This is an optimization exercise on Yosys and OpenROAD, whose aim is small area and few clock cycles, not a production implementation. In this exercise RTL edits were held to simulation tests only and were not proved equivalent to the original.

==> module stepper_shift_frame_composer, before the edit <==
module stepper_shift_frame_composer #(
	parameter int NUM_MOTORS = sfc_pkg::NUM_MOTORS_DEF
) (
	input  logic                          clk,
	input  logic                          arst_n,
	input  logic                          cmd_valid,
	output logic                          cmd_ready,
	input  logic [sfc_pkg::CMD_W-1:0]     cmd_command,
	input  logic [sfc_pkg::MOTOR_W-1:0]   cmd_motor_index,
	input  logic                          cmd_clk_bit,
	input  logic                          cmd_dir_bit,
	input  logic                          cmd_stby_bit,
	output logic                          frame_valid,
	input  logic                          frame_ready,
	output logic [sfc_pkg::WORD_W-1:0]    frame_word,
	output logic [sfc_pkg::WIDX_W-1:0]    frame_word_index,
	output logic                          frame_end_of_frame,
	output logic                          frame_last,
	input  logic                          cfg_valid,
	output logic                          cfg_ready,
	input  logic [sfc_pkg::WORD_W-1:0]    cfg_data
);
	localparam int M = 64;
	localparam logic [1:0] P_F    = 2'd0;
	localparam logic [1:0] P_FN   = 2'd1;
	localparam logic [1:0] P_NFFN = 2'd2;
	localparam logic [1:0] P_NFN  = 2'd3;
	logic [M-1:0] c_clk, c_dir, c_stb;
	logic [M-1:0] s_clk, s_dir, s_stb;
	logic         s_nc;
	logic [M-1:0] mask_q;
	logic         mask_set_q;
	logic [1:0]   init_q;
	logic         busy_q;
	logic [2:0]   wsel_q;    
	logic [2:0]   wselc_q;   
	logic [1:0]   frm_q;
	logic [1:0]   plan_q;
	logic changed, rise, go, auto_cmd, acc, start, start_idle, last_frame, last_xfer, adv;
	logic is_store, is_clr1, is_clrall, init1, init2;
	logic [1:0] plan_d, frm_nx;
	logic nc_first, nc_nx;
	logic dir_eff;
	assign cfg_ready = 1'b1;
	assign init1 = (init_q == 2'd1);
	assign init2 = (init_q == 2'd2);
	assign changed = |(c_dir ^ s_dir) | |(c_stb ^ s_stb) | (s_nc ? |c_clk : |(c_clk ^ s_clk));
	assign rise = |(c_stb & ~s_stb);
	assign is_store  = (cmd_command == sfc_pkg::CMD_STORE);
	assign is_clr1   = (cmd_command == sfc_pkg::CMD_CLR_ONE);
	assign is_clrall = (cmd_command == sfc_pkg::CMD_CLR_ALL);
	assign auto_cmd  = (cmd_command == sfc_pkg::CMD_SEND_AUTO) || (cmd_command == sfc_pkg::CMD_SEND_CHG_AUTO);
	always_comb begin
		case (cmd_command)
			sfc_pkg::CMD_SEND, sfc_pkg::CMD_SEND_AUTO: go = 1'b1;
			sfc_pkg::CMD_SEND_CHG, sfc_pkg::CMD_SEND_CHG_AUTO: go = changed;
			default: go = 1'b0;
		endcase
		if (!auto_cmd) plan_d = P_F;
		else if (!rise) plan_d = P_FN;
		else if (cmd_command == sfc_pkg::CMD_SEND_AUTO) plan_d = P_NFFN;
		else plan_d = P_NFN;
		nc_first = auto_cmd && rise;
	end
	assign frm_nx = frm_q + 2'd1;
	always_comb begin
		case (plan_q)
			P_F:    begin last_frame = (frm_q == 2'd0); nc_nx = 1'b0; end
			P_FN:   begin last_frame = (frm_q == 2'd1); nc_nx = (frm_nx == 2'd1); end
			P_NFFN: begin last_frame = (frm_q == 2'd3); nc_nx = (frm_nx == 2'd3); end
			default: begin last_frame = (frm_q == 2'd2); nc_nx = (frm_nx == 2'd2); end
		endcase
	end
	assign adv = busy_q && frame_ready;
	assign last_xfer = adv && wsel_q[2] && last_frame;
	assign cmd_ready = (init_q == 2'd0) && (!busy_q || !go || last_xfer);
	assign acc = cmd_valid && cmd_ready;
	assign start = acc && go;
	assign start_idle = start && !busy_q;
	assign frame_valid = busy_q || start_idle;
	assign frame_word_index = {wsel_q[2], wsel_q[1]};
	assign frame_end_of_frame = wsel_q[2];
	assign frame_last = wsel_q[2] && last_frame;
	assign dir_eff = cmd_dir_bit ^ (mask_set_q ? mask_q[cmd_motor_index] : (cmd_motor_index[5:4] != 2'd0));
	always_ff @(posedge clk) begin
		if (cfg_valid) mask_q <= cfg_data;
	end
	logic [M-1:0] en_cs, en_d;
	logic clr_g, wr_cs, wr_d, st_c, st_d, st_s;
	assign clr_g = init2 || (acc && is_clrall);
	assign wr_cs = acc && (is_store || is_clr1);
	assign wr_d = acc && is_store;
	assign st_c = wr_d && cmd_clk_bit;
	assign st_d = wr_d && dir_eff;
	assign st_s = wr_d && cmd_stby_bit;
	always_comb begin
		for (int k = 0; k < M; k++) begin
			en_cs[k] = clr_g || (wr_cs && cmd_motor_index == 6'(k));
			en_d[k] = init2 || (wr_d && cmd_motor_index == 6'(k));
		end
	end
	always_ff @(posedge clk) begin
		for (int k = 0; k < M; k++) begin
			if (en_cs[k]) begin
				c_clk[k] <= st_c;
				c_stb[k] <= st_s;
			end
			if (en_d[k]) c_dir[k] <= st_d;
		end
	end
	always_ff @(posedge clk) begin
		if (start || init1) begin
			s_clk <= c_clk;
			s_dir <= c_dir;
			s_stb <= c_stb;
		end
	end
	always_ff @(posedge clk or negedge arst_n) begin
		if (!arst_n) begin
			init_q <= 2'd2;
			s_nc <= 1'b0;
			mask_set_q <= 1'b0;
			busy_q <= 1'b0;
			wsel_q <= 3'b000;
			wselc_q <= 3'b000;
			frm_q <= 2'd0;
			plan_q <= P_F;
		end else begin
			if (init_q != 2'd0) init_q <= init_q - 2'd1;
			if (init1) s_nc <= 1'b0;
			else if (start) s_nc <= auto_cmd;
			if (cfg_valid) mask_set_q <= 1'b1;
			if (start) begin
				busy_q <= 1'b1;
				frm_q <= 2'd0;
				plan_q <= plan_d;
				if (start_idle && frame_ready) begin
					wsel_q <= 3'b010;
					wselc_q <= {1'b0, !nc_first, 1'b0};
				end else begin
					wsel_q <= 3'b001;
					wselc_q <= {2'b00, !nc_first};
				end
			end else begin
				if (last_xfer) begin
					busy_q <= 1'b0;
					wsel_q <= 3'b000;
					wselc_q <= 3'b000;
				end else if (adv) begin
					wsel_q <= {wsel_q[1:0], wsel_q[2]};
					if (wsel_q[2]) begin
						frm_q <= frm_nx;
						wselc_q <= {2'b00, !nc_nx};
					end else begin
						wselc_q <= {wselc_q[1:0], 1'b0};
					end
				end
			end
		end
	end
	logic idle_sel, idle_selc;
	assign idle_sel = !busy_q;
	assign idle_selc = !busy_q && !nc_first;
	always_comb begin
		for (int j = 0; j < 64; j++) begin
			case (j % 3)
				0: frame_word[63-j] = c_clk[j / 3] & idle_selc;
				1: frame_word[63-j] = c_dir[j / 3] & idle_sel;
				default: frame_word[63-j] = c_stb[j / 3] & idle_sel;
			endcase
			for (int w = 0; w < 3; w++) begin
				case ((64*w + j) % 3)
					0: frame_word[63-j] = frame_word[63-j] | (s_clk[(64*w + j) / 3] & wselc_q[w]);
					1: frame_word[63-j] = frame_word[63-j] | (s_dir[(64*w + j) / 3] & wsel_q[w]);
					default: frame_word[63-j] = frame_word[63-j] | (s_stb[(64*w + j) / 3] & wsel_q[w]);
				endcase
			end
		end
	end
endmodule
clock: 5.0 ns
lec_check: 0
cap_margin: 20
core_margin: 2
core_utilization: 60
setup_slack_margin: 0.1
slew_margin: 20
standard.sh (not shown) runs the stock make flow with config.mk's settings and CLKGATE_MAP_FILE= SYNTH_SCRIPT=/design/flow/synth_recipe.tcl, a recipe that flattens the netlist after the stock synthesis.
==> flow/flow/run.sh <==
#!/bin/bash
# Standard layout with smaller port buffers and a clock tree with larger
# sink clusters and no dummy loads.
set -euo pipefail
export BUFFER_PORTS_ARGS="-buffer_cell sky130_fd_sc_hd__buf_1"
export CTS_ARGS="-sink_clustering_enable -repair_clock_nets -dont_use_dummy_load -sink_clustering_size 16 -sink_clustering_max_diameter 50 -buf_list {sky130_fd_sc_hd__clkbuf_8}"
bash standard.sh > make_finish.log 2>&1
The baseline ran to the end with no violations.
Testbench counts at the start, summed over its fixed seeds: cycles 9,472.
Rerun with:
--- a/flow/design.v
+++ b/flow/design.v
@@ -70,15 +70,14 @@
 	logic         mask_set_q;
 	logic [1:0]   init_q;
 	logic         busy_q;
 	logic [2:0]   wsel_q;    
-	logic [2:0]   wselc_q;   
 	logic [1:0]   frm_q;
 	logic [1:0]   plan_q;
 	logic changed, rise, go, auto_cmd, acc, start, start_idle, last_frame, last_xfer, adv;
 	logic is_store, is_clr1, is_clrall, init1, init2;
 	logic [1:0] plan_d, frm_nx;
-	logic nc_first, nc_nx;
+	logic nc_first, nc_sel;
 	logic dir_eff;
 	assign cfg_ready = 1'b1;
 	assign init1 = (init_q == 2'd1);
 	assign init2 = (init_q == 2'd2);
@@ -102,12 +101,12 @@
 	end
 	assign frm_nx = frm_q + 2'd1;
 	always_comb begin
 		case (plan_q)
-			P_F:    begin last_frame = (frm_q == 2'd0); nc_nx = 1'b0; end
-			P_FN:   begin last_frame = (frm_q == 2'd1); nc_nx = (frm_nx == 2'd1); end
-			P_NFFN: begin last_frame = (frm_q == 2'd3); nc_nx = (frm_nx == 2'd3); end
-			default: begin last_frame = (frm_q == 2'd2); nc_nx = (frm_nx == 2'd2); end
+			P_F:    begin last_frame = (frm_q == 2'd0); nc_sel = 1'b0; end
+			P_FN:   begin last_frame = (frm_q == 2'd1); nc_sel = (frm_q == 2'd1); end
+			P_NFFN: begin last_frame = (frm_q == 2'd3); nc_sel = (frm_q == 2'd0) || (frm_q == 2'd3); end
+			default: begin last_frame = (frm_q == 2'd2); nc_sel = (frm_q == 2'd0) || (frm_q == 2'd2); end
 		endcase
 	end
 	assign adv = busy_q && frame_ready;
 	assign last_xfer = adv && wsel_q[2] && last_frame;
@@ -159,9 +158,8 @@
 			s_nc <= 1'b0;
 			mask_set_q <= 1'b0;
 			busy_q <= 1'b0;
 			wsel_q <= 3'b000;
-			wselc_q <= 3'b000;
 			frm_q <= 2'd0;
 			plan_q <= P_F;
 		end else begin
 			if (init_q != 2'd0) init_q <= init_q - 2'd1;
@@ -171,28 +169,17 @@
 			if (start) begin
 				busy_q <= 1'b1;
 				frm_q <= 2'd0;
 				plan_q <= plan_d;
-				if (start_idle && frame_ready) begin
-					wsel_q <= 3'b010;
-					wselc_q <= {1'b0, !nc_first, 1'b0};
-				end else begin
-					wsel_q <= 3'b001;
-					wselc_q <= {2'b00, !nc_first};
-				end
+				if (start_idle && frame_ready) wsel_q <= 3'b010;
+				else wsel_q <= 3'b001;
 			end else begin
 				if (last_xfer) begin
 					busy_q <= 1'b0;
 					wsel_q <= 3'b000;
-					wselc_q <= 3'b000;
 				end else if (adv) begin
 					wsel_q <= {wsel_q[1:0], wsel_q[2]};
-					if (wsel_q[2]) begin
-						frm_q <= frm_nx;
-						wselc_q <= {2'b00, !nc_nx};
-					end else begin
-						wselc_q <= {wselc_q[1:0], 1'b0};
-					end
+					if (wsel_q[2]) frm_q <= frm_nx;
 				end
 			end
 		end
 	end
@@ -207,9 +194,9 @@
 				default: frame_word[63-j] = c_stb[j / 3] & idle_sel;
 			endcase
 			for (int w = 0; w < 3; w++) begin
 				case ((64*w + j) % 3)
-					0: frame_word[63-j] = frame_word[63-j] | (s_clk[(64*w + j) / 3] & wselc_q[w]);
+					0: frame_word[63-j] = frame_word[63-j] | (s_clk[(64*w + j) / 3] & wsel_q[w] & !nc_sel);
 					1: frame_word[63-j] = frame_word[63-j] | (s_dir[(64*w + j) / 3] & wsel_q[w]);
 					default: frame_word[63-j] = frame_word[63-j] | (s_stb[(64*w + j) / 3] & wsel_q[w]);
 				endcase
 			end
The new run passed the timing, design-rule and antenna checks.
Worst setup slack got worse by 120 ps.
Design area drops slightly.
Via count went up by a few percent.
Sequential share of layout area hardly moves.
Sequential cell count falls by 3.
Critical path depth drops by 3.
Maximum frequency went down by a few percent.
Testbench counts after the change, summed over its fixed seeds: cycles 9,472.

-- re-timing with driven ports --
How much do the figures lean on ideal ports? The routed layouts below were timed once more, with nothing changed but the port constraints.
Step 1: set_driving_cell puts a clkbuf_16 on clk and a buf_2 on each other input, an assumption about the parent block.
Step 2 also shifts input and output timing later by t, the mid clock arrival at the registers, as if the neighbouring blocks saw the same clock.
Three values: no drivers, after step 1, after step 2; two values: the first two.
| run | shift t [ns] | setup slack, ns | worst hold slack (ns) | worst data-port slew with drivers (ns) | pins driven straight from the clock port |
|---|---|---|---|---|---|
| the first run | 0.656 | 0.187 / 0.135 / 0.461 | 0.356 / 0.328 / 0.412 | 0.04 | 1 |
| the second run | 0.634 | 0.067 / 0.015 / 0.048 | 0.444 / 0.437 / 0.444 | 0.05 | 1 |
After both steps every run listed still meets setup and hold. The setup slack of the second run, which loses most, moves by -0.052 ns with the drivers and by -0.019 ns with both steps.
